From an optimization exercise on the open Yosys and OpenROAD flow, aimed at a short achievable clock period and few clock cycles; shortcuts taken in it are not production practice.
At most, simulation tests tie the RTL to the original design; equivalence was not proved.
For runs 4 to 7, only the layout was checked, not whether the RTL still works.
Power and IR drop assume default switching activity.

==> flow/run.sh <==
#!/bin/bash
# synth_recipe.tcl (not shown) runs the flow's synth.tcl, then flattens the netlist and writes it again
# the make line also repeats each setting of config.mk as NAME=value (left out here)
make -C /OpenROAD-flow-scripts/flow DESIGN_CONFIG=/design/flow/config.mk WORK_HOME=/design/flow/orfs CLKGATE_MAP_FILE= SYNTH_SCRIPT=/design/flow/synth_recipe.tcl finish
==> flow/config.mk <==
export PLATFORM = sky130hd
export DESIGN_NAME = csr_top
export DESIGN_NICKNAME = csr_top
export VERILOG_FILES = /design/flow/design.v
export SDC_FILE = /design/flow/constraint.sdc
export NUM_CORES = 4
export LEC_CHECK = 0
export CAP_MARGIN = 20
export CORE_MARGIN = 2
export CORE_UTILIZATION = 35
export SETUP_SLACK_MARGIN = 0.2
export SLEW_MARGIN = 20
==> flow/constraint.sdc <==
create_clock -name core_clock -period 5.0 [get_ports {clk}]
set_input_delay 1.0000 -clock core_clock [delete_from_list [all_inputs] [get_ports {clk}]]
set_output_delay 1.0000 -clock core_clock [all_outputs]
set_load 0.01 [all_outputs]
==> flow/design.v <==
package csr_pkg;
    typedef enum logic [11:0] {
        CSR_SATP     = 12'h180,
        CSR_MSTATUS  = 12'h300,
        CSR_MIE      = 12'h304,
        CSR_MTVEC    = 12'h305,
        CSR_MSCRATCH = 12'h340,
        CSR_MEPC     = 12'h341,
        CSR_MCAUSE   = 12'h342,
        CSR_MTVAL    = 12'h343,
        CSR_MIP      = 12'h344,
        CSR_MCYCLE   = 12'hB00,
        CSR_MHARTID  = 12'hF14
    } csr_addr_e;
    localparam logic [31:0] MSTATUS_MASK = 32'h0000_1888;
    localparam logic [31:0] MTVEC_MASK   = 32'hFFFF_FFFC;
    localparam logic [31:0] MIP_MASK     = 32'h0000_0888;
    localparam int MSTATUS_MIE    = 3;
    localparam int MSTATUS_MPIE   = 7;
    localparam int MSTATUS_MPP_LO = 11;
    typedef struct packed {
        logic [31:0] mstatus;
        logic [31:0] mtvec;
        logic [31:0] mip;
        logic [31:0] mie;
        logic [31:0] mscratch;
        logic [31:0] mcause;
        logic [31:0] mtval;
        logic [31:0] mepc;
        logic [31:0] mcycle;
        logic [31:0] mhartid;
        logic [31:0] satp;
    } csr_pack;
endpackage
package core_pkg;
    localparam int XLEN = 32;
    typedef enum logic [2:0] {
        CSR_RW,
        CSR_RS,
        CSR_RC,
        CSR_RWI,
        CSR_RSI,
        CSR_RCI
    } csr_op_e;
    typedef struct packed {
        logic            valid;
        csr_op_e         op;
        logic [11:0]     addr;
        logic [XLEN-1:0] rs1_data;
        logic [4:0]      zimm;
        logic            rs1_zero;
    } csr_req;
    typedef struct packed {
        logic            csr_write_enable;
        logic [11:0]     csr_dest_addr;
        logic [XLEN-1:0] csr_write_data;
    } csr_writer;
    typedef struct packed {
        logic            trap_valid;
        logic            mret_valid;
        logic [XLEN-1:0] cause;
        logic [XLEN-1:0] pc;
        logic [XLEN-1:0] tval;
    } trap_req;
    typedef struct packed {
        logic            valid;
        logic [XLEN-1:0] pc;
    } redirect;
endpackage
`timescale 1ns/10ps
module csr (
    input  logic                clk,
    input  logic                rst,
    input  logic [10:0]         we,
    input  logic [31:0]         operand,
    input  logic                op_set,
    input  logic                op_clr,
    input  logic                trap_valid,
    input  logic                mret_valid,
    input  logic [31:0]         trap_cause,
    input  logic [31:0]         trap_pc,
    input  logic [31:0]         trap_tval,
    output csr_pkg::csr_pack    csrs
);
    csr_pkg::csr_pack r;
    assign csrs = r;
    function automatic logic [31:0] upd(input logic [31:0] old, input logic [31:0] opnd,
                                        input logic set, input logic clr);
        if (set)      upd = old | opnd;
        else if (clr) upd = old & ~opnd;
        else          upd = opnd;
    endfunction
    logic [31:0] st_trap, st_mret;
    always_comb begin
        st_trap = r.mstatus;
        st_trap[csr_pkg::MSTATUS_MPIE] = r.mstatus[csr_pkg::MSTATUS_MIE];
        st_trap[csr_pkg::MSTATUS_MIE] = 1'b0;
        st_trap[csr_pkg::MSTATUS_MPP_LO +: 2] = 2'b11;
        st_mret = r.mstatus;
        st_mret[csr_pkg::MSTATUS_MIE] = r.mstatus[csr_pkg::MSTATUS_MPIE];
        st_mret[csr_pkg::MSTATUS_MPIE] = 1'b1;
        st_mret[csr_pkg::MSTATUS_MPP_LO +: 2] = 2'b11;
    end
    always_ff @(posedge clk or posedge rst) begin
        if (rst) begin
            r <= '0;
        end else begin
            if (trap_valid)
                r.mstatus <= st_trap & csr_pkg::MSTATUS_MASK;
            else if (mret_valid)
                r.mstatus <= st_mret & csr_pkg::MSTATUS_MASK;
            else if (we[10])
                r.mstatus <= upd(r.mstatus, operand, op_set, op_clr) & csr_pkg::MSTATUS_MASK;
            if (we[9]) r.mtvec <= upd(r.mtvec, operand, op_set, op_clr) & csr_pkg::MTVEC_MASK;
            if (we[8]) r.mip   <= upd(r.mip,   operand, op_set, op_clr) & csr_pkg::MIP_MASK;
            if (we[7]) r.mie   <= upd(r.mie,   operand, op_set, op_clr);
            if (we[6]) r.mscratch <= upd(r.mscratch, operand, op_set, op_clr);
            if (trap_valid)  r.mcause <= trap_cause;
            else if (we[5])  r.mcause <= upd(r.mcause, operand, op_set, op_clr);
            if (trap_valid)  r.mtval  <= trap_tval;
            else if (we[4])  r.mtval  <= upd(r.mtval, operand, op_set, op_clr);
            if (trap_valid)  r.mepc   <= trap_pc;
            else if (we[3])  r.mepc   <= upd(r.mepc, operand, op_set, op_clr);
            if (we[2]) r.mcycle <= upd(r.mcycle, operand, op_set, op_clr);
            else       r.mcycle <= r.mcycle + 32'd1;
            if (we[1]) r.mhartid <= upd(r.mhartid, operand, op_set, op_clr);
            if (we[0]) r.satp    <= upd(r.satp,    operand, op_set, op_clr);
        end
    end
endmodule
`timescale 1ns/10ps
module csr_exec (
    input  core_pkg::csr_req              req,
    input  logic                          trap_valid,
    input  logic                          mret_valid,
    input  csr_pkg::csr_pack              csrs,
    output logic [core_pkg::XLEN-1:0]     rd_data,
    output logic                          illegal,
    output logic [10:0]                   we,
    output logic [core_pkg::XLEN-1:0]     operand,
    output logic                          op_set,
    output logic                          op_clr
);
    logic [11:0] a;
    logic        known;
    logic        imm_form;
    logic        src_zero;
    logic        is_rw;
    logic        wr_ok;
    logic [10:0] hit;
    logic [10:0] rsel;
    assign a = req.addr;
    assign hit[10] = (a == csr_pkg::CSR_MSTATUS);
    assign hit[9]  = (a == csr_pkg::CSR_MTVEC);
    assign hit[8]  = (a == csr_pkg::CSR_MIP);
    assign hit[7]  = (a == csr_pkg::CSR_MIE);
    assign hit[6]  = (a == csr_pkg::CSR_MSCRATCH);
    assign hit[5]  = (a == csr_pkg::CSR_MCAUSE);
    assign hit[4]  = (a == csr_pkg::CSR_MTVAL);
    assign hit[3]  = (a == csr_pkg::CSR_MEPC);
    assign hit[2]  = (a == csr_pkg::CSR_MCYCLE);
    assign hit[1]  = (a == csr_pkg::CSR_MHARTID);
    assign hit[0]  = (a == csr_pkg::CSR_SATP);
    assign known   = |hit;
    assign illegal = req.valid && !known;
    logic g3, g30, g34;
    assign g3  = !a[11] && !a[7];
    assign g30 = g3 && !a[6];
    assign g34 = g3 && a[6];
    assign rsel[0]  = a[7];
    assign rsel[1]  = a[4];
    assign rsel[2]  = a[11] && !a[4];
    assign rsel[10] = g30 && !a[2] && !a[0];                
    assign rsel[7]  = g30 && a[2] && !a[0];                 
    assign rsel[9]  = g30 && a[0];                          
    assign rsel[6]  = g34 && !a[2] && !a[1] && !a[0];       
    assign rsel[3]  = g34 && !a[1] && a[0];                 
    assign rsel[5]  = g34 && a[1] && !a[0];                 
    assign rsel[4]  = g34 && a[1] && a[0];                  
    assign rsel[8]  = g34 && a[2];                          
    always_comb begin
        rd_data = ({32{rsel[10]}} & csrs.mstatus)
                | ({32{rsel[9]}}  & csrs.mtvec)
                | ({32{rsel[8]}}  & csrs.mip)
                | ({32{rsel[7]}}  & csrs.mie)
                | ({32{rsel[6]}}  & csrs.mscratch)
                | ({32{rsel[5]}}  & csrs.mcause)
                | ({32{rsel[4]}}  & csrs.mtval)
                | ({32{rsel[3]}}  & csrs.mepc)
                | ({32{rsel[2]}}  & csrs.mcycle)
                | ({32{rsel[1]}}  & csrs.mhartid)
                | ({32{rsel[0]}}  & csrs.satp);
    end
    assign imm_form = (req.op == core_pkg::CSR_RWI) || (req.op == core_pkg::CSR_RSI) ||
                      (req.op == core_pkg::CSR_RCI);
    assign is_rw    = (req.op == core_pkg::CSR_RW) || (req.op == core_pkg::CSR_RWI);
    assign op_set   = (req.op == core_pkg::CSR_RS) || (req.op == core_pkg::CSR_RSI);
    assign op_clr   = (req.op == core_pkg::CSR_RC) || (req.op == core_pkg::CSR_RCI);
    assign operand  = imm_form ? {{(core_pkg::XLEN-5){1'b0}}, req.zimm} : req.rs1_data;
    assign src_zero = imm_form ? (req.zimm == 5'd0) : req.rs1_zero;
    assign wr_ok = req.valid && !trap_valid && !mret_valid && !(src_zero && !is_rw);
    assign we    = hit & {11{wr_ok}};
endmodule
`timescale 1ns/10ps
module trap_seq (
    input  logic                rst,
    input  core_pkg::trap_req   trap,
    input  csr_pkg::csr_pack    csrs,
    output logic                busy,
    output core_pkg::redirect   redir
);
    assign busy        = 1'b0;
    assign redir.valid = !rst && (trap.trap_valid || trap.mret_valid);
    assign redir.pc    = trap.trap_valid ? csrs.mtvec : csrs.mepc;
endmodule
`timescale 1ns/10ps
module csr_unit (
    input  logic                          clk,
    input  logic                          rst,
    input  core_pkg::csr_req              req,
    input  core_pkg::trap_req             trap,
    output logic [core_pkg::XLEN-1:0]     rd_data,
    output logic                          illegal,
    output logic                          busy,
    output core_pkg::redirect             redir,
    output csr_pkg::csr_pack              csrs
);
    logic [10:0]               we;
    logic [core_pkg::XLEN-1:0] operand;
    logic                      op_set;
    logic                      op_clr;
    csr_exec u_exec (
        .req        (req),
        .trap_valid (trap.trap_valid),
        .mret_valid (trap.mret_valid),
        .csrs       (csrs),
        .rd_data    (rd_data),
        .illegal    (illegal),
        .we         (we),
        .operand    (operand),
        .op_set     (op_set),
        .op_clr     (op_clr)
    );
    trap_seq u_seq (
        .rst   (rst),
        .trap  (trap),
        .csrs  (csrs),
        .busy  (busy),
        .redir (redir)
    );
    csr u_csr (
        .clk        (clk),
        .rst        (rst),
        .we         (we),
        .operand    (operand),
        .op_set     (op_set),
        .op_clr     (op_clr),
        .trap_valid (trap.trap_valid),
        .mret_valid (trap.mret_valid),
        .trap_cause (trap.cause),
        .trap_pc    (trap.pc),
        .trap_tval  (trap.tval),
        .csrs       (csrs)
    );
endmodule
`timescale 1ns/10ps
module csr_top (
    input  logic        clk,
    input  logic        rst,
    input  logic        req_valid,
    input  logic [2:0]  req_op,
    input  logic [11:0] req_addr,
    input  logic [31:0] req_rs1_data,
    input  logic [4:0]  req_zimm,
    input  logic        req_rs1_zero,
    input  logic        trap_valid,
    input  logic        mret_valid,
    input  logic [31:0] trap_cause,
    input  logic [31:0] trap_pc,
    input  logic [31:0] trap_tval,
    output logic [31:0] rd_data,
    output logic        illegal,
    output logic        busy,
    output logic        redir_valid,
    output logic [31:0] redir_pc,
    output logic [31:0] mstatus,
    output logic [31:0] mtvec,
    output logic [31:0] mip,
    output logic [31:0] mie,
    output logic [31:0] mscratch,
    output logic [31:0] mcause,
    output logic [31:0] mtval,
    output logic [31:0] mepc,
    output logic [31:0] mcycle,
    output logic [31:0] mhartid,
    output logic [31:0] satp
);
    core_pkg::csr_req  req;
    core_pkg::trap_req trap;
    core_pkg::redirect redir;
    csr_pkg::csr_pack  csrs;
    assign req.valid    = req_valid;
    assign req.op       = core_pkg::csr_op_e'(req_op);
    assign req.addr     = req_addr;
    assign req.rs1_data = req_rs1_data;
    assign req.zimm     = req_zimm;
    assign req.rs1_zero = req_rs1_zero;
    assign trap.trap_valid = trap_valid;
    assign trap.mret_valid = mret_valid;
    assign trap.cause      = trap_cause;
    assign trap.pc         = trap_pc;
    assign trap.tval       = trap_tval;
    csr_unit u_unit (
        .clk     (clk),
        .rst     (rst),
        .req     (req),
        .trap    (trap),
        .rd_data (rd_data),
        .illegal (illegal),
        .busy    (busy),
        .redir   (redir),
        .csrs    (csrs)
    );
    assign redir_valid = redir.valid;
    assign redir_pc    = redir.pc;
    assign mstatus  = csrs.mstatus;
    assign mtvec    = csrs.mtvec;
    assign mip      = csrs.mip;
    assign mie      = csrs.mie;
    assign mscratch = csrs.mscratch;
    assign mcause   = csrs.mcause;
    assign mtval    = csrs.mtval;
    assign mepc     = csrs.mepc;
    assign mcycle   = csrs.mcycle;
    assign mhartid  = csrs.mhartid;
    assign satp     = csrs.satp;
endmodule
==> results.sh, run 1 <==
export IMPL_status="timing/DRC/antenna clean"
export IMPL_reg2reg_to="u_unit.u_csr.r[88]$_DFF_PP0_"
export IMPL_min_path_cells=1
export IMPL_reg2reg_depth=7
export IMPL_use_met1_pct=42.23
export IMPL_die_x_um=223.0
export IMPL_synth_distinct_cells=77
export IMPL_cts_root_buf="clkbuf_16"
export IMPL_drc_errors=0
export IMPL_nets=2468
export IMPL_start_kind="primary input"
export IMPL_antenna_found_initial=7
export IMPL_synth_top_family_by_area="compound AO/OA/AOI/OAI gates"
export IMPL_cp_end_kind="primary output"
export IMPL_path_delay_family="buffers and inverters"
export IMPL_gr_max_usage_layer="met2"
export IMPL_grt_usage_pct=32.37
export IMPL_min_to="u_unit.u_csr.r[186]$_DFFE_PP0P_"
export IMPL_max_freq_mhz=214.7
export IMPL_clk_pin_slew_ns=0.06
export IMPL_gp_congestion=0.9163
export IMPL_n_fill_cell=4534
export IMPL_slowest_stage="clkdlybuf4s50_1"
export IMPL_regMostFlops="u_unit.u_csr.r"
export IMPL_grt_max_degree=114
export IMPL_grt_pass1_wl_um=120300
export IMPL_drtIter0Drc=2347
export IMPL_ant_nets=0
export IMPL_reg_top3="u_unit.u_csr.r (293)"
export IMPL_r2r_start="u_unit.u_csr.r[64]$_DFF_PP0_"
export IMPL_grt_use_met3_pct=6.032
export IMPL_dp_cells=2891
export IMPL_synth_top_cell_area_share_pct=43.69
export IMPL_synth_flop_cell="dfrtp_1"
export IMPL_num_rows=80
export IMPL_largest_register_ffs=293
export IMPL_cts_made_buffers=35
export IMPL_synth_edf_count=0
export IMPL_post_synth_cell_area_avg_um2=8.932
export IMPL_overflow=0
export IMPL_slowest_delay_ns=0.63
export IMPL_path_cells="clkdlybuf4s50_1 -> or3_1 -> nor3_2 -> buf_4 -> a222oi_1 -> nand3_1 -> clkdlybuf4s50_1"
export IMPL_fin_crit_ns=4.657
export IMPL_vdd_drop_max_uv=154.4
export IMPL_cts_resized_gates=0
export IMPL_final_layout_size_suffix_gt1_share_pct=8.978
export IMPL_finalHoldViolCount=0
export IMPL_clock_sinks=293
export IMPL_post_cts_setup_buffers=0
export IMPL_clock_path_buffers=3
export IMPL_boundaryPins=573
export IMPL_fin_ws_ns=0.3427
export IMPL_multi_input_area_um2=8476
export IMPL_cap_violations=0
export IMPL_rsz0062_at_grt="no"
export IMPL_max_slew_margin_rel_pct=31.19
export IMPL_vias=18397
export IMPL_dieArea_um2=49720
export IMPL_hpwlAfterDp_um=57770
export IMPL_cts_tree="yes"
export IMPL_drt_pre_antenna_iters=6
export IMPL_seq_area_um2=7332
export IMPL_h_tree_depth=2
export IMPL_setup_violations=0
export IMPL_leakage_nw=9.762
export IMPL_synth_xor_area_share_pct=0.1491
export IMPL_via_per_inst=6.219
export IMPL_synth_area_leaders="dfrtp_1, a21oi_1, nand2_1, buf_4, a22o_1"
export IMPL_cp_max_fo=17
export IMPL_yosys_area_share_adder_pct=0.07455
export IMPL_grt_use_met2_pct=51.70
export IMPL_holdCritStartpoint="u_unit.u_csr.r[186]$_DFFE_PP0P_"
export IMPL_core_area_um2=47550
export IMPL_cp_required_ns=4.00
export IMPL_place_ws_ns=0.4594
export IMPL_finalCritPeriodShare_pct=93.15
export IMPL_wl_um=83160
export IMPL_ys_ff_latch=293
export IMPL_syn_instance_count=1879
export IMPL_post_drt_wl_per_cell_um=28.11
export IMPL_powerDensity_nw_per_um2=268.4
export IMPL_start_util_pct=35.30
export IMPL_synthesis_area_um2=16780
export IMPL_worst_path_buf_inv=3
export IMPL_clock_skew_ns=0.02142
export IMPL_cts_hold_buf=0
export IMPL_clk_latency_ns=0.55
export IMPL_synthMuxAreaShare_pct=2.766
export IMPL_crit_type="primary input to primary output"
export IMPL_synth_simple_area_share_pct=13.87
export IMPL_ys_async_sr_fraction_pct=100.0
export IMPL_die_h_um=223.0
export IMPL_ys_warn_count=2
export IMPL_synth_top_cell_by_area="dfrtp_1"
export IMPL_ys_seq_area_share_pct=43.69
export IMPL_mostFrequentLayoutCells="clkdlybuf4s50_1, a21oi_1, dfrtp_1"
export IMPL_grt_pass1_vias=17873
export IMPL_totalNegativeSetupSlack_ns=0
export IMPL_area_growth_pct=40.24
export IMPL_ff2ff_setup_slack_ns=2.04
export IMPL_final_max_slew_violation_count=0
export IMPL_stdcell_count=2958
export IMPL_numPortBuffers=512
export IMPL_final_common_cell="clkdlybuf4s50_1"
export IMPL_arrival_ns=3.66
export IMPL_hold_class="flop to flop"
export IMPL_tightest_slew_ns=1.032
export IMPL_critPathMostFrequentCell="clkdlybuf4s50_1"
export IMPL_synth_compound_area_share_pct=31.37
## synthesized netlist by cell type (5+ instances only)
cell,instances
a211oi_1,44
a21o_1,38
a21oi_1,350
a221oi_1,46
a222oi_1,29
a22o_1,59
a22oi_1,8
a31oi_1,7
a32o_1,5
and2_1,36
and3_1,19
buf_1,5
buf_2,40
buf_4,71
buf_6,12
clkbuf_1,116
dfrtp_1,293
inv_1,6
mux2_2,35
mux2i_1,7
nand2_1,161
nand2b_1,9
nand3_1,57
nor2_1,52
nor2b_1,27
nor3_1,64
o211ai_1,42
o21ai_0,66
o21ai_1,58
o221ai_1,5
o22ai_1,27
o311ai_0,7
## cells by family (layout without fill, tap and decap cells)
kind of cell | after synthesis | in the layout
flip-flops | 293 | 293
AND/OR/NAND/NOR | 466 | 466
XOR/XNOR | 2 | 2
adder cells (fa/ha/maj) | 1 | 1
buffers and inverters | 252 | 653
multiplexers | 42 | 42
other | 1 | 64
AO/OA/AOI/OAI | 822 | 822
## area by class of cell
| class | instances | area share (%) |
|---|---|---|
| Clock buffer | 48 | 4.232 |
| Timing Repair Buffer | 582 | 24.50 |
| Inverter | 8 | 0.1435 |
| Tap cell | 615 | 3.270 |
| Sequential cell | 293 | 31.15 |
| Antenna cell | 4 | 0.04253 |
| Clock inverter | 15 | 0.6486 |
| Multi-Input combinational cell | 1393 | 36.01 |
## power breakdown
part	internal, mW	switching (mW)
Clock	1.51	1.08
Combinational	0.505	0.639
Sequential	2.46	0.124
## worst register-to-register path, stage by stage (launching register included)
cell and delay [ns]:
dfrtp_1 0.51, ha_1 0.26, and4_1 0.30, and3_1 0.32, nand2_1 0.28, nor2_2 0.73, a221oi_1 0.21, a211oi_1 0.24
## metal layers
layer	up-vias	part of all wire, %	wire (um)
met4	4	5.0	4146
met3	251	9.4	7803
met1	9097	39	32730
met2	1233	46	38450
met5	-	0.032	27
li1	7812	-	-
## how the worst max path moves through the flow
stage / from / endpoint / slack, ns / cells after the start
after floorplan: rst / u_unit.u_csr.r[0]$_DFFE_PP0P_ / 0.11 / 1
after global placement: req_addr[11] / rd_data[11] / 0.48 / 7
after detailed placement: req_addr[11] / rd_data[12] / 0.46 / 7
after CTS: req_addr[11] / rd_data[12] / 0.44 / 7
after global routing: req_addr[11] / rd_data[12] / 0.31 / 7
final: req_addr[11] / rd_data[11] / 0.34 / 7
## metrics by stage
step                      power (mW)  hold WS, ns  area [um^2]  util [%]
after global routing           6.517       0.5325        23540     49.50
after detailed placement       3.754       0.4994        22380     47.06
after floorplan                3.138       0.5356        17010         -
after CTS                      6.334       0.5124        23530     49.48
final                          6.318       0.5118        23540     49.50
after global placement         3.743       0.4958        22380     47.06
Testbench counts, summed over its fixed seeds: cycles 3,200.
==> inputs of run 2 (changes only) <==
--- a/flow/config.mk
+++ b/flow/config.mk
@@ -8,5 +8,5 @@
 export CAP_MARGIN = 20
 export CORE_MARGIN = 2
 export CORE_UTILIZATION = 35
-export SETUP_SLACK_MARGIN = 0.2
+export SETUP_SLACK_MARGIN = 3.0
 export SLEW_MARGIN = 20
==> run 2 against run 1 <==
Final cell count rose by 23%. Hold slack improved by 0.0050 ns. Critical path depth grew 2. Fmax increased by 31%. Sequential power about the same.
==> results.sh, run 2 <==
export IMPL_clock_path_buffers=3
export IMPL_setup_violations=0
export IMPL_nets=3151
export IMPL_start_util_pct=35.30
export IMPL_clock_sinks=293
export IMPL_drt_pre_antenna_iters=8
export IMPL_cts_tree="yes"
export IMPL_via_per_inst=6.721
export IMPL_ys_ff_latch=293
export IMPL_drtIter0Drc=3451
export IMPL_powerDensity_nw_per_um2=197.4
export IMPL_final_common_cell="buf_6"
export IMPL_ant_nets=0
export IMPL_h_tree_depth=2
export IMPL_hold_class="flop to flop"
export IMPL_grt_pass1_wl_um=167500
export IMPL_synth_top_cell_area_share_pct=43.69
export IMPL_largest_register_ffs=293
export IMPL_p_comb_share_pct=26.1
export IMPL_wl_um=128900
export IMPL_dieArea_um2=49720
export IMPL_slowest_delay_ns=0.27
export IMPL_cp_max_fo=8
export IMPL_slowest_stage="and3b_2"
export IMPL_n_fill_cell=2982
export IMPL_cp_required_ns=4.00
export IMPL_synth_edf_count=0
export IMPL_p_sw_share_pct=31.93
export IMPL_area_growth_pct=114.5
export IMPL_antenna_found_initial=12
export IMPL_arrival_ns=2.55
export IMPL_path_cells="buf_12 -> nor3b_4 -> and3b_2 -> buf_6 -> buf_12 -> buf_4 -> a22oi_2 -> nand3_2 -> buf_6"
export IMPL_status="timing/DRC/antenna clean"
export IMPL_worst_path_buf_inv=5
export IMPL_power_switching_mw=2.269
export IMPL_max_slew_margin_rel_pct=29.61
export IMPL_cts_made_buffers=36
export IMPL_numPortBuffers=512
export IMPL_ys_async_sr_fraction_pct=100.0
export IMPL_synthesis_area_um2=16780
export IMPL_hpwlAfterDp_um=57140
export IMPL_max_freq_mhz=282.0
export IMPL_num_rows=80
export IMPL_tightest_slew_ns=1.050
export IMPL_synth_area_leaders="dfrtp_1, a21oi_1, nand2_1, buf_4, a22o_1"
export IMPL_final_layout_size_suffix_gt1_share_pct=62.28
export IMPL_power_internal_mw=4.838
export IMPL_ys_warn_count=2
export IMPL_grt_pass1_vias=23108
export IMPL_die_h_um=223.0
export IMPL_cap_violations=0
export IMPL_rsz0062_at_grt="yes"
export IMPL_vdd_drop_max_uv=184.1
export IMPL_clk_latency_ns=0.59
export IMPL_grt_usage_pct=46.98
export IMPL_p_clk_share_pct=37.7
export IMPL_drc_errors=0
export IMPL_clock_skew_ns=0.02923
export IMPL_synthTopCellsByCount="a21oi_1, dfrtp_1, nand2_1"
export IMPL_overflow=0
export IMPL_start_kind="primary input"
export IMPL_path_delay_family="buffers and inverters"
export IMPL_core_area_um2=47550
export IMPL_crit_type="primary input to primary output"
export IMPL_die_x_um=223.0
export IMPL_cts_root_buf="clkbuf_16"
export IMPL_post_synth_cell_area_avg_um2=8.932
export IMPL_synth_distinct_cells=77
export IMPL_post_drt_wl_per_cell_um=35.36
export IMPL_synth_flop_cell="dfrtp_1"
export IMPL_vias=24513
export IMPL_grt_max_degree=99
export IMPL_clk_pin_slew_ns=0.06
export IMPL_finalCritPeriodShare_pct=70.93
export IMPL_totalNegativeSetupSlack_ns=0
export IMPL_gp_congestion=0.9095
export IMPL_ys_seq_area_share_pct=43.69
export IMPL_boundaryPins=573
export IMPL_synth_top_cell_by_area="dfrtp_1"
export IMPL_cp_end_kind="primary output"
export IMPL_final_util_pct=75.71
export IMPL_synth_most_common_cell="a21oi_1"
export IMPL_reg_top3="u_unit.u_csr.r (293)"
export IMPL_mostFrequentLayoutCells="buf_6, buf_4, dfrtp_1"
export IMPL_seqPwrFrac_pct=36.2
export IMPL_regMostFlops="u_unit.u_csr.r"
export IMPL_syn_instance_count=1879
export IMPL_fin_crit_ns=3.547
export IMPL_finalHoldViolCount=0
export IMPL_final_max_slew_violation_count=0
export IMPL_leakage_nw=16.13
[run 2: cell counts after synthesis]
No cell type changed its count.
[run 2: area by class of cell]
class / count / area [um^2] / share of cell area [%]
inverter: 8 / 38.79 / 0.1078
timing repair buffer: 1255 / 14520 / 40.35
antenna: 12 / 30.03 / 0.08342
tap: 615 / 769.5 / 2.138
multi-input combinational: 1401 / 12080 / 33.55
timing repair inverter: 1 / 5.005 / 0.01390
clock inverter: 9 / 110.1 / 0.3059
clock buffer: 53 / 1025 / 2.847
sequential: 293 / 7418 / 20.61
[run 2: cells by family after synthesis]
family | Yosys count | synth area share (%)
buffers and inverters | 252 | 8.059
AO/OA/AOI/OAI | 822 | 31.37
AND/OR/NAND/NOR | 466 | 13.87
XOR/XNOR | 2 | 0.1491
other | 1 | 0.02234
flip-flops | 293 | 43.69
multiplexers | 42 | 2.766
adder cells (fa/ha/maj) | 1 | 0.07454
[run 2: layer usage]
layer / wire, um / GRT usage [%] / up-vias / share of wire, %
li1: - / - / 9241 / -
met1: 42280 / 55.57 / 11915 / 33
met2: 53470 / 70.26 / 2428 / 41
met3: 18570 / 16.50 / 925 / 14
met4: 14610 / 35.42 / 4 / 11
met5: 24 / 0 / - / 0.019
[run 2: power by group through the flow]
stage	logic (mW)	clock network [mW]	registers, mW
after floorplan	0.587	0	2.63
after global placement	1.18	0	2.63
after detailed placement	1.19	0	2.63
after CTS	1.61	2.62	2.56
after global routing	1.91	2.75	2.57
final	1.86	2.68	2.57
[run 2: per-stage QoR]
step                area [um^2]  instances  power [mW]  worst slack [ns]  hold slack (ns)
finish                    36000       3647       7.107             1.453           0.5168
global route              35970       3637       7.233             1.435           0.5240
CTS                       32750       3511       6.785             1.524           0.5198
detailed placement        23250       2876       3.820            0.4237           0.5020
global placement          23250       2876       3.809            0.4799           0.5019
floorplan                 18490       1938       3.218            0.1109           0.5369
[run 2: worst reg2reg max path: cells and delay by family, from the launching register on]
family	cells	cell delay, ns
flops	1	0.41
compound gates	2	0.20
simple gates	4	1.49
buf+inv	3	0.56
[run 2: path summary, 6_finish.rpt]
path / startpoint / end / slack, ns / cells after the start
max: req_addr[6] / rd_data[7] / 1.45 / 9
min: u_unit.u_csr.r[170]$_DFFE_PP0P_ / u_unit.u_csr.r[170]$_DFFE_PP0P_ / 0.52 / 1
max reg2reg: u_unit.u_csr.r[66]$_DFF_PP0_ / u_unit.u_csr.r[93]$_DFF_PP0_ / 2.21 / 9
min reg2reg: u_unit.u_csr.r[170]$_DFFE_PP0P_ / u_unit.u_csr.r[170]$_DFFE_PP0P_ / 0.52 / 1
max in group asynchronous: rst / u_unit.u_csr.r[240]$_DFFE_PP0P_ / 3.15 / 3
min in group asynchronous: rst / u_unit.u_csr.r[131]$_DFFE_PP0P_ / 1.14 / 2
[run 2: timing repair]
action	4_1_cts	5_1_grt
setup endpoints to repair	871	652
pin swaps	217	202
gates resized for setup	2475	468
hold buffers	0	0
setup buffers	493	113
cloned	80	11
==> inputs of run 3 (changes only) <==
--- a/flow/config.mk
+++ b/flow/config.mk
@@ -5,6 +5,7 @@
 export SDC_FILE = /design/flow/constraint.sdc
 export NUM_CORES = 4
 export LEC_CHECK = 0
+export ABC_CLOCK_PERIOD_IN_PS = 1000
 export CAP_MARGIN = 20
 export CORE_MARGIN = 2
 export CORE_UTILIZATION = 35
==> run 3 against run 2 <==
Still clean on timing, DRC and antenna. Sequential share of layout area stayed put. Hold slack stayed put. Die area stayed put. Via count stayed put. Clock power hardly changed. Critical endpoint unchanged. Largest cell class unchanged.
==> results.sh, run 3 <==
export IMPL_hold_class="flop to flop"
export IMPL_place_area_um2=23250
export IMPL_seq_area_um2=7418
export IMPL_arrival_ns=2.55
export IMPL_slowest_delay_ns=0.27
export IMPL_finalCritPeriodShare_pct=70.93
export IMPL_numPortBuffers=512
export IMPL_nets=3151
export IMPL_cp_max_fo=8
export IMPL_num_rows=80
export IMPL_post_synth_cell_area_avg_um2=8.932
export IMPL_core_area_um2=47550
export IMPL_wl_um=128900
export IMPL_cts_hold_buf=0
export IMPL_dieArea_um2=49720
export IMPL_max_freq_mhz=282.0
export IMPL_grt_max_degree=99
export IMPL_totalNegativeSetupSlack_ns=0
export IMPL_design_area_um2=36000
export IMPL_overflow=0
export IMPL_ys_ff_latch=293
export IMPL_reg_top3="u_unit.u_csr.r (293)"
export IMPL_powerDensity_nw_per_um2=197.4
export IMPL_p_comb_share_pct=26.1
export IMPL_worst_path_buf_inv=5
export IMPL_synth_most_common_cell="a21oi_1"
export IMPL_cap_violations=0
export IMPL_final_max_slew_violation_count=0
export IMPL_syn_instance_count=1879
export IMPL_clock_skew_ns=0.02923
export IMPL_die_x_um=223.0
export IMPL_cts_made_buffers=36
export IMPL_synth_distinct_cells=77
export IMPL_path_depth=9
export IMPL_rsz0062_at_grt="yes"
export IMPL_ys_seq_area_share_pct=43.69
export IMPL_vdd_drop_max_uv=184.1
export IMPL_synth_flop_cell="dfrtp_1"
export IMPL_cp_required_ns=4.00
export IMPL_grt_usage_pct=46.98
export IMPL_hpwlAfterDp_um=57140
export IMPL_drtIter0Drc=3451
export IMPL_gp_congestion=0.9095
export IMPL_ys_async_sr_fraction_pct=100.0
export IMPL_post_drt_wl_per_cell_um=35.36
export IMPL_max_slew_margin_rel_pct=29.61
export IMPL_synthTopCellsByCount="a21oi_1, dfrtp_1, nand2_1"
export IMPL_clk_pin_slew_ns=0.06
export IMPL_ys_warn_count=2
export IMPL_crit_type="primary input to primary output"
export IMPL_grt_pass1_wl_um=167500
export IMPL_final_layout_size_suffix_gt1_share_pct=62.28
export IMPL_clk_latency_ns=0.59
export IMPL_seqPwrFrac_pct=36.2
export IMPL_multi_input_area_um2=12080
export IMPL_final_common_cell="buf_6"
export IMPL_ant_nets=0
export IMPL_cts_root_buf="clkbuf_16"
export IMPL_p_clk_share_pct=37.7
export IMPL_tightest_slew_ns=1.050
export IMPL_clock_sinks=293
export IMPL_grt_pass1_vias=23108
export IMPL_leakage_nw=16.13
export IMPL_via_per_inst=6.721
export IMPL_fin_crit_ns=3.547
export IMPL_drc_errors=0
export IMPL_start_util_pct=35.30
export IMPL_finalHoldViolCount=0
export IMPL_path_cells="buf_12 -> nor3b_4 -> and3b_2 -> buf_6 -> buf_12 -> buf_4 -> a22oi_2 -> nand3_2 -> buf_6"
export IMPL_p_sw_share_pct=31.93
export IMPL_mostFrequentLayoutCells="buf_6, buf_4, dfrtp_1"
export IMPL_synth_edf_count=0
export IMPL_largest_register_ffs=293
export IMPL_die_h_um=223.0
export IMPL_power_internal_mw=4.838
export IMPL_setup_violations=0
export IMPL_boundaryPins=573
export IMPL_clock_path_buffers=3
export IMPL_synthesis_area_um2=16780
export IMPL_regMostFlops="u_unit.u_csr.r"
export IMPL_reg2reg_depth=9
export IMPL_cts_tree="yes"
export IMPL_drt_pre_antenna_iters=8
export IMPL_synth_top_cell_by_area="dfrtp_1"
export IMPL_slowest_stage="and3b_2"
export IMPL_n_fill_cell=2982
export IMPL_min_path_cells=1
export IMPL_antenna_found_initial=12
export IMPL_path_delay_family="buffers and inverters"
export IMPL_cp_end_kind="primary output"
export IMPL_hold_slack_ns=0.5168
export IMPL_area_growth_pct=114.5
export IMPL_synth_area_leaders="dfrtp_1, a21oi_1, nand2_1, buf_4, a22o_1"
export IMPL_power_switching_mw=2.269
export IMPL_status="timing/DRC/antenna clean"
export IMPL_synth_top_cell_area_share_pct=43.69
export IMPL_vias=24513
export IMPL_h_tree_depth=2
export IMPL_start_kind="primary input"
[run 3: cell counts in the layout (fill, tap and decap cells not counted)]
Identical to the previous run, type by type.
[run 3: worst register-to-register path, stage by stage (launching register included)]
cell	delay (ns)
dfrtp_2	0.41
buf_4	0.16
nand3_1	0.37
nor3_1	0.56
nand2_1	0.27
nor2_4	0.29
clkbuf_16	0.22
buf_4	0.18
a22o_1	0.16
a21oi_2	0.04
[run 3: timing repair]
| item | CTS | global route |
|---|---|---|
| gates cloned | 80 | 11 |
| setup buffers | 493 | 113 |
| pin swaps | 217 | 202 |
| setup endpoints to repair | 871 | 652 |
| resized for setup | 2475 | 468 |
[run 3: final timing paths]
path	start	end	slack (ns)
setup reg to reg	u_unit.u_csr.r[66]$_DFF_PP0_	u_unit.u_csr.r[93]$_DFF_PP0_	2.21
hold / removal	u_unit.u_csr.r[170]$_DFFE_PP0P_	u_unit.u_csr.r[170]$_DFFE_PP0P_	0.52
setup / recovery	req_addr[6]	rd_data[7]	1.45
hold reg to reg	u_unit.u_csr.r[170]$_DFFE_PP0P_	u_unit.u_csr.r[170]$_DFFE_PP0P_	0.52
min in group asynchronous	rst	u_unit.u_csr.r[131]$_DFFE_PP0P_	1.14
max in group asynchronous	rst	u_unit.u_csr.r[240]$_DFFE_PP0P_	3.15
[run 3: metal layers]
layer	vias up	wire length (um)	part of all wire (%)	global-route usage, %
met5	-	24	0.019	0
met4	4	14610	11	35.42
met3	925	18570	14	16.50
met2	2428	53470	41	70.26
met1	11915	42280	33	55.57
li1	9241	-	-	-
[run 3: cell families (layout without fill, tap and decap cells)]
family | after synthesis | in the layout | share of synthesized area [%]
XOR/XNOR | 2 | 2 | 0.1491
AND/OR/NAND/NOR | 466 | 474 | 13.87
adder cells (fa/ha/maj) | 1 | 1 | 0.07454
buffers and inverters | 252 | 1326 | 8.059
flip-flops | 293 | 293 | 43.69
AO/OA/AOI/OAI | 822 | 822 | 31.37
multiplexers | 42 | 42 | 2.766
other | 1 | 72 | 0.02234
[run 3: power groups by stage]
| stage | Combinational (mW) | Clock (mW) | Sequential (mW) |
|---|---|---|---|
| floorplan | 0.587 | 0 | 2.63 |
| global placement | 1.18 | 0 | 2.63 |
| detailed placement | 1.19 | 0 | 2.63 |
| CTS | 1.61 | 2.62 | 2.56 |
| global route | 1.91 | 2.75 | 2.57 |
| finish | 1.86 | 2.68 | 2.57 |
[run 3: area by class of cell]
| cell class | instances | share of cell area (%) |
|---|---|---|
| Timing Repair Buffer | 1255 | 40.35 |
| Multi-Input combinational cell | 1401 | 33.55 |
| Sequential cell | 293 | 20.61 |
| Clock buffer | 53 | 2.847 |
| Tap cell | 615 | 2.138 |
| Clock inverter | 9 | 0.3059 |
| Inverter | 8 | 0.1078 |
| Antenna cell | 12 | 0.08342 |
| Timing Repair inverter | 1 | 0.01390 |
[run 3: stage by stage]
stage	total power, mW	util, %	setup slack, ns	instances
2_1_floorplan	3.218	-	0.1109	1938
3_3_place_gp	3.809	48.90	0.4799	2876
3_5_place_dp	3.820	48.90	0.4237	2876
4_1_cts	6.785	68.87	1.524	3511
5_1_grt	7.233	75.66	1.435	3637
6_report	7.107	75.71	1.453	3647
==> inputs of run 4 (changes only) <==
--- a/flow/design.v
+++ b/flow/design.v
@@ -163,21 +163,17 @@
     assign hit[0]  = (a == csr_pkg::CSR_SATP);
     assign known   = |hit;
     assign illegal = req.valid && !known;
-    logic g3, g30, g34;
-    assign g3  = !a[11] && !a[7];
-    assign g30 = g3 && !a[6];
-    assign g34 = g3 && a[6];
-    assign rsel[0]  = a[7];
-    assign rsel[1]  = a[4];
-    assign rsel[2]  = a[11] && !a[4];
-    assign rsel[10] = g30 && !a[2] && !a[0];                
-    assign rsel[7]  = g30 && a[2] && !a[0];                 
-    assign rsel[9]  = g30 && a[0];                          
-    assign rsel[6]  = g34 && !a[2] && !a[1] && !a[0];       
-    assign rsel[3]  = g34 && !a[1] && a[0];                 
-    assign rsel[5]  = g34 && a[1] && !a[0];                 
-    assign rsel[4]  = g34 && a[1] && a[0];                  
-    assign rsel[8]  = g34 && a[2];                          
+    assign rsel[10] = !a[2] && !a[6] && !a[7] && !a[11];    
+    assign rsel[9]  = a[0] && a[2];                         
+    assign rsel[8]  = a[2] && a[6];                         
+    assign rsel[7]  = !a[0] && a[2] && !a[6] && !a[11];     
+    assign rsel[6]  = !a[0] && !a[1] && !a[2] && a[6];      
+    assign rsel[5]  = !a[0] && a[1];                        
+    assign rsel[4]  = a[0] && a[1];                         
+    assign rsel[3]  = a[0] && !a[1] && !a[2];               
+    assign rsel[2]  = !a[2] && a[11];                       
+    assign rsel[1]  = a[4];                                 
+    assign rsel[0]  = a[7];                                 
     always_comb begin
         rd_data = ({32{rsel[10]}} & csrs.mstatus)
                 | ({32{rsel[9]}}  & csrs.mtvec)
--- a/flow/config.mk
+++ b/flow/config.mk
@@ -5,7 +5,6 @@
 export SDC_FILE = /design/flow/constraint.sdc
 export NUM_CORES = 4
 export LEC_CHECK = 0
-export ABC_CLOCK_PERIOD_IN_PS = 1000
 export CAP_MARGIN = 20
 export CORE_MARGIN = 2
 export CORE_UTILIZATION = 35
==> run 4 against run 3 <==
Critical path type unchanged. Clock power up 4%. Sequential cell count unchanged. Clock-buffer cell count down 5. Register-to-register slack better by 0.04 ns. Final area up 0.23%. Synthesized cell count down 0.48%. Wire length up 0.40%. Fmax down 2.0%. Global-route usage down 0.45 points. Largest power group unchanged. Sequential share of layout area about the same. Critical endpoint is now rd_data[27]. Die area down 1.6%. Clock skew down 0.00085 ns. Highest routed layer unchanged.
==> results.sh, run 4 <==
export IMPL_mostFrequentLayoutCells="buf_6, buf_4, a21oi_2"
export IMPL_ys_ff_latch=293
export IMPL_wl_um=129500
export IMPL_synth_most_common_cell="a21oi_1"
export IMPL_clock_sinks=293
export IMPL_die_h_um=221.1
export IMPL_clk_latency_ns=0.59
export IMPL_tightest_slew_ns=0.8093
export IMPL_largest_register_ffs=293
export IMPL_drc_errors=0
export IMPL_clock_skew_ns=0.02838
export IMPL_cts_made_buffers=36
export IMPL_drt_pre_antenna_iters=7
export IMPL_setup_violations=0
export IMPL_syn_instance_count=1870
export IMPL_post_drt_wl_per_cell_um=35.13
export IMPL_synth_area_leaders="dfrtp_1, a21oi_1, nand2_1, o21ai_0, clkbuf_1"
export IMPL_synthesis_area_um2=16500
export IMPL_cts_root_buf="clkbuf_16"
export IMPL_place_ws_ns=0.6141
export IMPL_max_slew_margin_rel_pct=46.05
export IMPL_synthTopCellsByCount="a21oi_1, dfrtp_1, nand2_1"
export IMPL_arrival_ns=2.62
export IMPL_powerDensity_nw_per_um2=205.7
export IMPL_core_area_um2=46560
export IMPL_numPortBuffers=512
export IMPL_ys_async_sr_fraction_pct=100.0
export IMPL_gp_congestion=0.8916
export IMPL_post_synth_cell_area_avg_um2=8.825
export IMPL_final_max_slew_violation_count=0
export IMPL_clock_path_buffers=3
export IMPL_synth_top_cell_by_area="dfrtp_1"
export IMPL_ff2ff_setup_slack_ns=2.25
export IMPL_die_x_um=221.1
export IMPL_fin_crit_ns=3.620
export IMPL_fin_ws_ns=1.380
export IMPL_grt_pass1_wl_um=165900
export IMPL_final_common_cell="buf_6"
export IMPL_hold_slack_ns=0.5530
export IMPL_grt_max_degree=90
export IMPL_num_rows=79
export IMPL_antenna_found_initial=6
export IMPL_dieArea_um2=48900
export IMPL_start_util_pct=35.45
export IMPL_crit_end="rd_data[27]"
export IMPL_start_kind="primary input"
export IMPL_reg2reg_to="u_unit.u_csr.r[86]$_DFF_PP0_"
export IMPL_holdCritStartpoint="u_unit.u_csr.r[150]$_DFFE_PP0P_"
export IMPL_synth_edf_count=0
export IMPL_finalCritPeriodShare_pct=72.41
export IMPL_status="timing/DRC/antenna clean"
export IMPL_final_util_pct=77.49
export IMPL_reg2reg_depth=9
export IMPL_clk_pin_slew_ns=0.06
export IMPL_cp_end_kind="primary output"
export IMPL_seq_area_um2=7435
export IMPL_via_per_inst=6.558
export IMPL_synth_top_cell_area_share_pct=44.43
export IMPL_leakage_nw=16.33
export IMPL_finalHoldViolCount=0
export IMPL_ant_nets=0
export IMPL_grt_pass1_vias=23167
export IMPL_multi_input_area_um2=11930
export IMPL_ys_warn_count=2
export IMPL_ys_seq_area_share_pct=44.43
export IMPL_nets=3204
export IMPL_final_layout_size_suffix_gt1_share_pct=62.67
export IMPL_totalNegativeSetupSlack_ns=0
export IMPL_n_fill_cell=2841
export IMPL_cp_max_fo=8
export IMPL_h_tree_depth=2
export IMPL_vdd_drop_max_uv=186.9
export IMPL_crit_start="req_addr[1]"
export IMPL_rsz0062_at_grt="yes"
export IMPL_cap_violations=0
export IMPL_vias=24165
export IMPL_p_total_mw=7.421
export IMPL_hold_class="flop to flop"
export IMPL_cts_tree="yes"
export IMPL_regMostFlops="u_unit.u_csr.r"
export IMPL_boundaryPins=573
export IMPL_reg_top3="u_unit.u_csr.r (293)"
export IMPL_hpwlAfterDp_um=58380
export IMPL_grt_usage_pct=46.53
export IMPL_synth_distinct_cells=67
export IMPL_crit_type="primary input to primary output"
export IMPL_cp_required_ns=4.00
export IMPL_area_growth_pct=118.6
export IMPL_max_freq_mhz=276.2
export IMPL_synth_flop_cell="dfrtp_1"
export IMPL_cts_hold_buf=0
export IMPL_r2r_start="u_unit.u_csr.r[64]$_DFF_PP0_"
export IMPL_overflow=0
export IMPL_drtIter0Drc=3307
==> run 4: cell types whose count changed after synthesis, sizes merged, moves of 12 or more <==
cell	before	now
nand2	162	175
nor2b	28	11
a221oi	46	14
a22o	59	43
nand3	57	35
o211ai	43	12
nor2	54	110
a221o	0	30
o21a	0	12
a22oi	8	52
nand4	4	24
nor3	67	20
buf	128	103
==> run 4: worst min path at each step <==
stage,end,slack [ns],depth (start not counted)
floorplan,u_unit.u_csr.r[171]$_DFFE_PP0P_,0.53,1
global placement,u_unit.u_csr.r[150]$_DFFE_PP0P_,0.49,1
detailed placement,u_unit.u_csr.r[176]$_DFFE_PP0P_,0.49,1
CTS,u_unit.u_csr.r[181]$_DFFE_PP0P_,0.50,1
global route,u_unit.u_csr.r[155]$_DFFE_PP0P_,0.55,2
finish,u_unit.u_csr.r[150]$_DFFE_PP0P_,0.55,1
==> run 4: power breakdown <==
group          total [mW]  switching, mW  internal [mW]
logic                2.07           1.12          0.956
registers            2.57          0.101           2.47
clock network        2.78           1.17           1.60
==> run 4: repair_timing <==
item / 4_1_cts / 5_1_grt
pin swaps: 244 / 111
gates resized for setup: 2640 / 388
cloned: 72 / 16
endpoints found under the setup margin: 864 / 652
setup buffers: 511 / 129
==> run 4: cell families after synthesis <==
| logic type | count (synthesis) | synth area share (%) |
|---|---|---|
| AOI/OAI and AO/OA | 808 | 31.15 |
| xor gates and xnor gates | 2 | 0.1062 |
| adders and majority gates | 1 | 0.07581 |
| buffers and inverters | 242 | 7.097 |
| DFF | 293 | 44.43 |
| muxes | 45 | 3.018 |
| other | 1 | 0.02272 |
| and+or+nand+nor | 478 | 14.10 |
==> run 4: layout make-up <==
type	instances	area share, %
well taps	607	2.105
inverters	16	0.1803
flip-flops and latches	293	20.61
repair buffers	1299	40.72
clock buffers	48	2.847
diodes	3	0.02081
clock inverters	16	0.4578
multi-input cells	1403	33.06
==> run 4: metal layers <==
metal	vias to the layer above	track usage (%)	wire length, um
met5	-	0	235
met1	11629	54.19	41590
met2	2341	70.97	53640
li1	9262	-	-
met4	10	36.39	15180
met3	923	14.87	18810
==> run 4: worst max-delay path, cell delays in order <==
cell and delay, ns:
buf_16 0.13, nor2b_4 0.17, clkbuf_16 0.21, a222oi_1 0.46, nand3_1 0.21, a221o_1 0.29
buf_2 0.14
==> run 4: stage by stage <==
| step | cell area [um^2] | std cells |
|---|---|---|
| 2_1_floorplan | 18320 | 1929 |
| 3_3_place_gp | 23170 | 2889 |
| 3_5_place_dp | 23180 | 2889 |
| 4_1_cts | 33180 | 3536 |
| 5_1_grt | 36070 | 3683 |
| 6_report | 36080 | 3685 |
==> inputs of run 5 (changes only) <==
--- a/flow/config.mk
+++ b/flow/config.mk
@@ -5,6 +5,7 @@
 export SDC_FILE = /design/flow/constraint.sdc
 export NUM_CORES = 4
 export LEC_CHECK = 0
+export ABC_AREA = 1
 export CAP_MARGIN = 20
 export CORE_MARGIN = 2
 export CORE_UTILIZATION = 35
==> run 5 against run 4 <==
Via count is 5.7% higher. Final cell count rose by 22%. Core utilization down 8.6 points. Still clean on timing, DRC and antenna. Highest routed layer is now met4. Hold slack gained 0.0031 ns. Critical endpoint is now illegal.
==> results.sh, run 5 <==
export IMPL_status="timing/DRC/antenna clean"
export IMPL_rsz0062_at_grt="yes"
export IMPL_hpwlAfterDp_um=65730
export IMPL_mostFrequentLayoutCells="nand2_1, buf_6, inv_1"
export IMPL_synth_most_common_cell="nand2_1"
export IMPL_cts_root_buf="clkbuf_16"
export IMPL_area_growth_pct=95.73
export IMPL_totalNegativeSetupSlack_ns=0
export IMPL_ys_seq_area_share_pct=39.87
export IMPL_vias=25550
export IMPL_cts_hold_buf=0
export IMPL_die_x_um=233.2
export IMPL_grt_pass1_wl_um=159100
export IMPL_ys_async_sr_fraction_pct=100.0
export IMPL_cts_tree="yes"
export IMPL_finalHoldViolCount=0
export IMPL_slowest_stage="dlygate4sd2_1"
export IMPL_cts_made_buffers=36
export IMPL_place_ws_ns=0.4299
export IMPL_ant_nets=0
export IMPL_path_cells="dlygate4sd2_1 -> nand2_1 -> inv_1 -> nand2_1 -> inv_2 -> nand2_2 -> inv_2 -> nand2_2 -> nand2_1 -> nor3_1 -> nand2_1 -> nor2_4 -> buf_6"
export IMPL_fin_ws_ns=1.583
export IMPL_max_freq_mhz=292.6
export IMPL_synth_distinct_cells=41
export IMPL_via_per_inst=5.693
export IMPL_final_layout_size_suffix_gt1_share_pct=47.60
export IMPL_start_kind="primary input"
export IMPL_final_max_slew_violation_count=0
export IMPL_clk_pin_slew_ns=0.06
export IMPL_post_drt_wl_per_cell_um=26.60
export IMPL_wl_um=119400
export IMPL_synth_top_cell_by_area="dfrtp_1"
export IMPL_grt_max_degree=136
export IMPL_synthesis_area_um2=18390
export IMPL_nets=3929
export IMPL_clock_skew_ns=0.009578
export IMPL_powerDensity_nw_per_um2=210.7
export IMPL_ys_warn_count=2
export IMPL_n_fill_cell=4074
export IMPL_leakage_nw=18.31
export IMPL_fin_crit_ns=3.417
export IMPL_cp_end_kind="primary output"
export IMPL_holdCritStartpoint="u_unit.u_csr.r[254]$_DFFE_PP0P_"
export IMPL_cap_violations=0
export IMPL_core_area_um2=52240
export IMPL_finalCritPeriodShare_pct=68.35
export IMPL_grt_pass1_vias=23874
export IMPL_antenna_found_initial=5
export IMPL_reg_top3="u_unit.u_csr.r (293)"
export IMPL_hold_class="flop to flop"
export IMPL_final_common_cell="nand2_1"
export IMPL_synth_edf_count=0
export IMPL_drc_errors=0
export IMPL_cp_required_ns=4.00
export IMPL_numPortBuffers=512
export IMPL_ys_ff_latch=293
export IMPL_boundaryPins=573
export IMPL_r2r_start="u_unit.u_csr.r[64]$_DFF_PP0_"
export IMPL_post_synth_cell_area_avg_um2=6.619
export IMPL_synth_flop_cell="dfrtp_1"
export IMPL_vdd_drop_max_uv=203.0
export IMPL_largest_register_ffs=293
export IMPL_synthTopCellsByCount="nand2_1, inv_1, dfrtp_1"
export IMPL_regMostFlops="u_unit.u_csr.r"
export IMPL_gp_congestion=0.9075
export IMPL_setup_violations=0
export IMPL_syn_instance_count=2778
export IMPL_clock_path_buffers=3
export IMPL_slowest_delay_ns=0.24
export IMPL_critPathMostFrequentCell="nand2_1"
export IMPL_synth_area_leaders="dfrtp_1, nand2_1, inv_1, nor2_1, a21oi_1"
export IMPL_start_util_pct=35.20
export IMPL_clock_sinks=293
export IMPL_overflow=0
export IMPL_drt_pre_antenna_iters=6
export IMPL_arrival_ns=2.42
export IMPL_max_slew_margin_rel_pct=52.64
export IMPL_synth_top_cell_area_share_pct=39.87
export IMPL_crit_type="primary input to primary output"
export IMPL_num_rows=84
export IMPL_clk_latency_ns=0.56
export IMPL_drtIter0Drc=3204
export IMPL_die_h_um=233.2
export IMPL_cp_max_fo=3
export IMPL_dieArea_um2=54380
export IMPL_tightest_slew_ns=0.7089
export IMPL_grt_usage_pct=40.12
export IMPL_h_tree_depth=2
export IMPL_crit_start="req_addr[8]"
[run 5: repair_timing]
item / 4_1_cts / 5_1_grt
setup buffers: 383 / 62
pin swaps: 87 / 233
setup endpoints to repair: 787 / 732
gates cloned: 46 / 15
gates resized for setup: 2347 / 838
[run 5: critical path, delay by kind of cell]
| kind | cells | cell delay [ns] |
|---|---|---|
| simple gates | 8 | 0.86 |
| buf+inv | 5 | 0.54 |
[run 5: path summary, 6_finish.rpt]
| path | to | slack, ns | cells past startpoint |
|---|---|---|---|
| worst min register to register | u_unit.u_csr.r[254]$_DFFE_PP0P_ | 0.56 | 2 |
| max in group asynchronous | u_unit.u_csr.r[89]$_DFF_PP0_ | 3.34 | 3 |
| worst min-delay path | u_unit.u_csr.r[254]$_DFFE_PP0P_ | 0.56 | 2 |
| worst max register to register | u_unit.u_csr.r[82]$_DFF_PP0_ | 2.70 | 11 |
| worst max-delay path | illegal | 1.58 | 13 |
| min in group asynchronous | u_unit.u_csr.r[195]$_DFFE_PP0P_ | 0.73 | 2 |
[run 5: cells by family after synthesis]
kind of cell,share of synthesized area [%]
AOI/OAI and AO/OA,13.77
DFF,39.87
and+or+nand+nor,32.67
adders and majority gates,0.06803
xor gates and xnor gates,0.7145
buffers and inverters,12.88
other,0.02039
[run 5: power by group]
group	leakage [nW]	internal [mW]	switching [mW]
Clock	0.559	1.53	1.11
Combinational	14.7	0.990	1.33
Sequential	3.02	2.49	0.129
Total	18.3	5.01	2.57
[run 5: routing by layer]
layer  part of all wire (%)  routed length (um)  up-vias  GRT usage, %
met5                      0                   0        -         1.011
met4                    7.8                9255        0         24.74
met3                     11               13700      518         9.302
met2                     45               53490     1921         63.74
met1                     36               42910    12344         49.17
li1                       -                   -    10767             -
[run 5: cell type report]
class,instances,area [um^2],share of cell area [%]
Clock buffer,53,1076,2.990
Timing Repair inverter,8,155.1,0.4311
Inverter,375,1587,4.408
Sequential cell,293,7403,20.57
Multi-Input combinational cell,2002,12800,35.57
Antenna cell,6,15.01,0.04172
Tap cell,688,860.8,2.392
Clock inverter,5,50.05,0.1391
Timing Repair Buffer,1058,12040,33.46
[run 5: per-stage QoR]
step / total power [mW] / instances / area [um^2] / util [%] / hold slack [ns]
after floorplan: 3.497 / 2837 / 19990 / - / 0.5500
after global placement: 4.210 / 3918 / 25050 / 47.95 / 0.5208
after detailed placement: 4.225 / 3918 / 25050 / 47.95 / 0.5114
after CTS: 7.257 / 4405 / 32210 / 61.66 / 0.5456
after global routing: 7.803 / 4485 / 35980 / 68.88 / 0.5677
final: 7.582 / 4488 / 35990 / 68.90 / 0.5561
==> inputs of run 6 (changes only) <==
--- a/flow/config.mk
+++ b/flow/config.mk
@@ -5,9 +5,9 @@
 export SDC_FILE = /design/flow/constraint.sdc
 export NUM_CORES = 4
 export LEC_CHECK = 0
-export ABC_AREA = 1
 export CAP_MARGIN = 20
 export CORE_MARGIN = 2
-export CORE_UTILIZATION = 35
+export CORE_UTILIZATION = 50
+export PLACE_DENSITY = 0.7
 export SETUP_SLACK_MARGIN = 3.0
 export SLEW_MARGIN = 20
==> run 6 against run 5 <==
The run now fails in clock tree synthesis (4_1_cts). Synthesized cell count decreased by 33%. Synthesized area decreased by 10%.
==> results.sh, run 6 <==
export IMPL_ys_seq_area_share_pct=44.43
export IMPL_clock_sinks=293
export IMPL_syn_instance_count=1870
export IMPL_numPortBuffers=512
export IMPL_boundaryPins=573
export IMPL_status="stopped before the end"
export IMPL_h_tree_depth=2
export IMPL_post_synth_cell_area_avg_um2=8.825
export IMPL_synth_top_cell_area_share_pct=44.43
export IMPL_die_x_um=185.7
export IMPL_clock_path_buffers=3
export IMPL_flow_stopped_at="clock tree synthesis (4_1_cts)"
export IMPL_synth_area_leaders="dfrtp_1, a21oi_1, nand2_1, o21ai_0, clkbuf_1"
export IMPL_synth_edf_count=0
export IMPL_cts_resized_gates=2610
export IMPL_cts_hold_buf=0
export IMPL_hpwlAfterDp_um=54220
export IMPL_gp_congestion=0.9742
export IMPL_cts_root_buf="clkbuf_16"
export IMPL_dp_cells=2717
export IMPL_num_rows=66
export IMPL_synth_most_common_cell="a21oi_1"
export IMPL_ys_ff_latch=293
export IMPL_error_line="[ERROR DPL-0038] Utilization greater than 100%, impossible to legalize"
export IMPL_synthesis_area_um2=16500
export IMPL_cts_made_buffers=35
export IMPL_die_h_um=185.7
export IMPL_ys_warn_count=2
export IMPL_synth_top_cell_by_area="dfrtp_1"
export IMPL_synth_distinct_cells=67
export IMPL_synthTopCellsByCount="a21oi_1, dfrtp_1, nand2_1"
export IMPL_synth_flop_cell="dfrtp_1"
export IMPL_place_area_um2=22950
export IMPL_ys_async_sr_fraction_pct=100.0
export IMPL_start_util_pct=50.72
export IMPL_post_cts_setup_buffers=533
run 6: cell count changes after synthesis, moves of 45 or more:
cell | before | now
nand2_1 | 970 | 175
inv_1 | 362 | 15
nor2_1 | 254 | 108
clkbuf_1 | 62 | 123
nand3_1 | 165 | 35
a21oi_1 | 189 | 345
a21o_1 | 0 | 45
a22oi_1 | 2 | 52
run 6: worst min-delay path by stage:
| stage | endpoint | slack [ns] |
|---|---|---|
| after floorplan | u_unit.u_csr.r[171]$_DFFE_PP0P_ | 0.53 |
| after global placement | u_unit.u_csr.r[133]$_DFFE_PP0P_ | 0.49 |
| after detailed placement | u_unit.u_csr.r[178]$_DFFE_PP0P_ | 0.50 |
run 6: kinds of logic after synthesis:
| logic type | after synthesis | share of synthesized area [%] |
|---|---|---|
| adders and majority gates | 1 | 0.07581 |
| xor gates and xnor gates | 2 | 0.1062 |
| DFF | 293 | 44.43 |
| buffers and inverters | 242 | 7.097 |
| and+or+nand+nor | 478 | 14.10 |
| other | 1 | 0.02272 |
| muxes | 45 | 3.018 |
| AOI/OAI and AO/OA | 808 | 31.15 |
run 6: through the flow:
stage,setup slack [ns],hold slack (ns)
2_1_floorplan,0.1109,0.5329
3_3_place_gp,0.6358,0.4910
3_5_place_dp,0.6348,0.4966
run 6: power by group through the flow:
stage	sequential [mW]	combinational [mW]	clock, mW
after global placement	2.64	1.27	0
after detailed placement	2.64	1.29	0
after floorplan	2.64	0.658	0
==> inputs of run 7 (changes only) <==
==> flow/flow/run.sh (new file) <==
#!/bin/bash
# Standard ORFS layout, with the read-path pins (req_addr, req_valid, rd_data,
# illegal) placed together on the bottom edge so the address decode and read
# mux sit next to them. Every tool's output goes to a log in this folder and
# ORFS keeps its per-step logs under orfs/logs.
set -euo pipefail
here=$(pwd)
bash standard.sh finish PRE_IO_PLACEMENT_TCL="$here/flow/io.tcl" > "$here/standard_make.log" 2>&1
==> flow/flow/io.tcl (new file) <==
# Keep the combinational read path (address in, data out) short: its pins go
# in one group in the middle of the bottom edge.
set block [ord::get_db_block]
set die [$block getDieArea]
set dbu [[ord::get_db_tech] getDbUnitsPerMicron]
set w [expr {double([$die xMax]) / $dbu}]
set names {req_valid illegal}
for {set i 0} {$i < 12} {incr i} { lappend names "req_addr\[$i\]" }
for {set i 0} {$i < 32} {incr i} { lappend names "rd_data\[$i\]" }
set x0 [expr {int(0.25 * $w)}]
set x1 [expr {int(0.75 * $w)}]
set_io_pin_constraint -pin_names $names -region bottom:$x0-$x1
==> flow/standard.sh (new file) <==
#!/bin/bash
# synth_recipe.tcl (not shown) runs the flow's synth.tcl, then flattens the netlist and writes it again
# the make line also repeats each setting of config.mk as NAME=value (left out here)
make -C /OpenROAD-flow-scripts/flow DESIGN_CONFIG=/design/flow/config.mk WORK_HOME=/design/flow/orfs CLKGATE_MAP_FILE= SYNTH_SCRIPT=/design/flow/synth_recipe.tcl "${@:-finish}"
--- a/flow/config.mk
+++ b/flow/config.mk
@@ -5,9 +5,9 @@
 export SDC_FILE = /design/flow/constraint.sdc
 export NUM_CORES = 4
 export LEC_CHECK = 0
+export ABC_AREA = 1
 export CAP_MARGIN = 20
 export CORE_MARGIN = 2
-export CORE_UTILIZATION = 50
-export PLACE_DENSITY = 0.7
+export CORE_UTILIZATION = 35
 export SETUP_SLACK_MARGIN = 3.0
 export SLEW_MARGIN = 20
removed: flow/run.sh
==> run 7 against run 6 <==
The run now finishes clean. Synthesized cell count grew 49%. Synthesized area grew 11%.
==> results.sh, run 7 <==
export IMPL_numPortBuffers=512
export IMPL_synth_top_cell_area_share_pct=39.87
export IMPL_regMostFlops="u_unit.u_csr.r"
export IMPL_synth_flop_cell="dfrtp_1"
export IMPL_arrival_ns=2.39
export IMPL_reg_top3="u_unit.u_csr.r (293)"
export IMPL_synth_top_family_by_area="simple AND/OR/NAND/NOR gates"
export IMPL_synthMuxAreaShare_pct=0
export IMPL_drc_errors=0
export IMPL_grt_usage_pct=43.04
export IMPL_yosys_area_share_adder_pct=0.06805
export IMPL_powerDensity_nw_per_um2=218.8
export IMPL_clock_path_buffers=3
export IMPL_min_path_cells=2
export IMPL_gp_congestion=0.9407
export IMPL_synthTopCellsByCount="nand2_1, inv_1, dfrtp_1"
export IMPL_rsz0062_at_grt="yes"
export IMPL_crit_type="primary input to primary output"
export IMPL_ys_seq_area_share_pct=39.87
export IMPL_finalHoldViolCount=0
export IMPL_num_rows=84
export IMPL_p_clk_share_pct=35.8
export IMPL_ys_ff_latch=293
export IMPL_synth_simple_area_share_pct=32.67
export IMPL_antenna_found_initial=3
export IMPL_vdd_drop_max_uv=217.2
export IMPL_wl_um=126400
export IMPL_clk_pin_slew_ns=0.06
export IMPL_clock_sinks=293
export IMPL_grt_pass1_wl_um=167900
export IMPL_n_fill_cell=3927
export IMPL_area_growth_pct=100.8
export IMPL_dieArea_um2=54380
export IMPL_slowest_delay_ns=0.23
export IMPL_post_drt_wl_per_cell_um=27.83
export IMPL_grt_max_degree=91
export IMPL_stdcell_count=4540
export IMPL_vias=26210
export IMPL_cp_end_kind="primary output"
export IMPL_cts_tree="yes"
export IMPL_overflow=0
export IMPL_fin_crit_ns=3.389
export IMPL_max_slew_margin_rel_pct=26.28
export IMPL_reg2reg_to="u_unit.u_csr.r[94]$_DFF_PP0_"
export IMPL_power_internal_mw=5.305
export IMPL_cp_required_ns=4.00
export IMPL_drt_pre_antenna_iters=9
export IMPL_synth_compound_area_share_pct=13.77
export IMPL_p_sw_share_pct=34.35
export IMPL_die_h_um=233.2
export IMPL_boundaryPins=573
export IMPL_p_comb_share_pct=31.4
export IMPL_synth_area_leaders="dfrtp_1, nand2_1, inv_1, nor2_1, a21oi_1"
export IMPL_largest_register_ffs=293
export IMPL_critPathMostFrequentCell="buf_6"
export IMPL_grt_pass1_vias=24404
export IMPL_cts_root_buf="clkbuf_16"
export IMPL_final_layout_size_suffix_gt1_share_pct=49.99
export IMPL_fin_ws_ns=1.611
export IMPL_holdCritStartpoint="u_unit.u_csr.r[247]$_DFFE_PP0P_"
export IMPL_min_to="u_unit.u_csr.r[247]$_DFFE_PP0P_"
export IMPL_clock_skew_ns=0.02191
export IMPL_dp_cells=3913
export IMPL_ys_async_sr_fraction_pct=100.0
export IMPL_leakage_nw=18.56
export IMPL_synth_xor_area_share_pct=0.7145
export IMPL_final_max_slew_violation_count=0
export IMPL_seqPwrFrac_pct=32.7
export IMPL_place_ws_ns=0.3486
export IMPL_totalNegativeSetupSlack_ns=0
export IMPL_synth_most_common_cell="nand2_1"
export IMPL_cp_max_fo=5
export IMPL_power_switching_mw=2.775
export IMPL_ff2ff_setup_slack_ns=2.58
export IMPL_max_freq_mhz=295.1
export IMPL_slowest_stage="nand4_1"
export IMPL_ant_nets=0
export IMPL_core_area_um2=52240
export IMPL_hold_class="flop to flop"
export IMPL_h_tree_depth=2
export IMPL_final_common_cell="nand2_1"
export IMPL_status="timing/DRC/antenna clean"
export IMPL_synthesis_area_um2=18390
export IMPL_post_synth_cell_area_avg_um2=6.619
export IMPL_start_kind="primary input"
export IMPL_cts_made_buffers=38
export IMPL_via_per_inst=5.773
export IMPL_reg2reg_depth=12
export IMPL_die_x_um=233.2
export IMPL_hpwlAfterDp_um=69550
export IMPL_ys_warn_count=2
export IMPL_tightest_slew_ns=1.100
export IMPL_setup_violations=0
export IMPL_synth_edf_count=0
export IMPL_path_cells="buf_12 -> clkinvlp_4 -> buf_6 -> nand3_4 -> buf_6 -> buf_6 -> nor2_2 -> a211oi_2 -> nand4_1 -> buf_6"
export IMPL_synth_top_cell_by_area="dfrtp_1"
export IMPL_r2r_start="u_unit.u_csr.r[64]$_DFF_PP0_"
export IMPL_synth_distinct_cells=41
export IMPL_syn_instance_count=2778
export IMPL_cap_violations=0
export IMPL_clk_latency_ns=0.58
export IMPL_nets=3980
export IMPL_drtIter0Drc=3066
export IMPL_start_util_pct=35.20
export IMPL_mostFrequentLayoutCells="nand2_1, buf_6, inv_1"
export IMPL_finalCritPeriodShare_pct=67.78
run 7: cell types whose count changed after synthesis, moves of 61 or more:
cell and delta:
inv_1 +347, a21oi_1 -156, nand3_1 +130, clkbuf_1 -61, nor2_1 +146, nand2_1 +795
run 7: cell families after synthesis:
family | after synthesis
AO/OA/AOI/OAI | 446
buffers and inverters | 548
other | 1
adder cells (fa/ha/maj) | 1
flip-flops | 293
AND/OR/NAND/NOR | 1474
XOR/XNOR | 15
run 7: cell type report:
type                       instances  area (um^2)  area share [%]
multi-input combinational       2006        12960           35.10
timing repair buffer            1099        12550           33.99
sequential                       293         7451           20.18
inverter                         375         1612           4.365
clock buffer                      56         1120           3.033
tap                              688        860.8           2.331
timing repair inverter            12        219.0          0.5930
clock inverter                    10        150.1          0.4066
antenna                            1        2.502        0.006777
run 7: worst max path at each step:
stage	start	end	slack [ns]	cells after the start
2_1_floorplan	rst	u_unit.u_csr.r[0]$_DFFE_PP0P_	0.11	1
3_3_place_gp	req_addr[0]	rd_data[31]	0.39	7
3_5_place_dp	req_addr[0]	rd_data[31]	0.35	7
4_1_cts	req_addr[2]	rd_data[21]	1.67	10
5_1_grt	req_addr[2]	illegal	1.57	13
6_report	req_addr[2]	rd_data[16]	1.61	10
run 7: power by group through the flow:
stage | clock, mW | combinational, mW | sequential (mW)
finish | 2.90 | 2.54 | 2.64
global route | 2.97 | 2.65 | 2.64
CTS | 2.88 | 2.17 | 2.63
detailed placement | 0 | 1.55 | 2.71
global placement | 0 | 1.54 | 2.71
floorplan | 0 | 0.816 | 2.68
run 7: routing by layer:
layer	vias to the layer above	GRT usage (%)	share of wire [%]
met5	-	1.011	0.070
met4	8	34.53	11
met3	694	10.89	12
met2	2029	66.26	43
met1	12599	50.86	34
li1	10880	-	-
run 7: stage by stage:
stage | power (mW) | hold slack [ns] | util (%) | cell area (um^2)
4_1_cts | 7.679 | 0.5350 | 63.83 | 33340
3_5_place_dp | 4.262 | 0.5241 | 47.88 | 25010
2_1_floorplan | 3.497 | 0.5500 | - | 19990
6_report | 8.080 | 0.5509 | 70.69 | 36920
3_3_place_gp | 4.248 | 0.5104 | 47.88 | 25010
5_1_grt | 8.264 | 0.5761 | 70.68 | 36920
run 7: what timing repair did:
| item | 4_1_cts | 5_1_grt |
|---|---|---|
| pin swaps | 102 | 211 |
| gates resized for setup | 2467 | 812 |
| buffers inserted | 419 | 74 |
| setup endpoints to repair | 845 | 736 |
| gates cloned | 61 | 6 |
| hold buffers | 0 | 0 |
run 7: critical path, delay by kind of cell:
kind	cells	cell delay [ns]
buf+inv	6	0.83
simple gates	3	0.41
compound gates	1	0.15
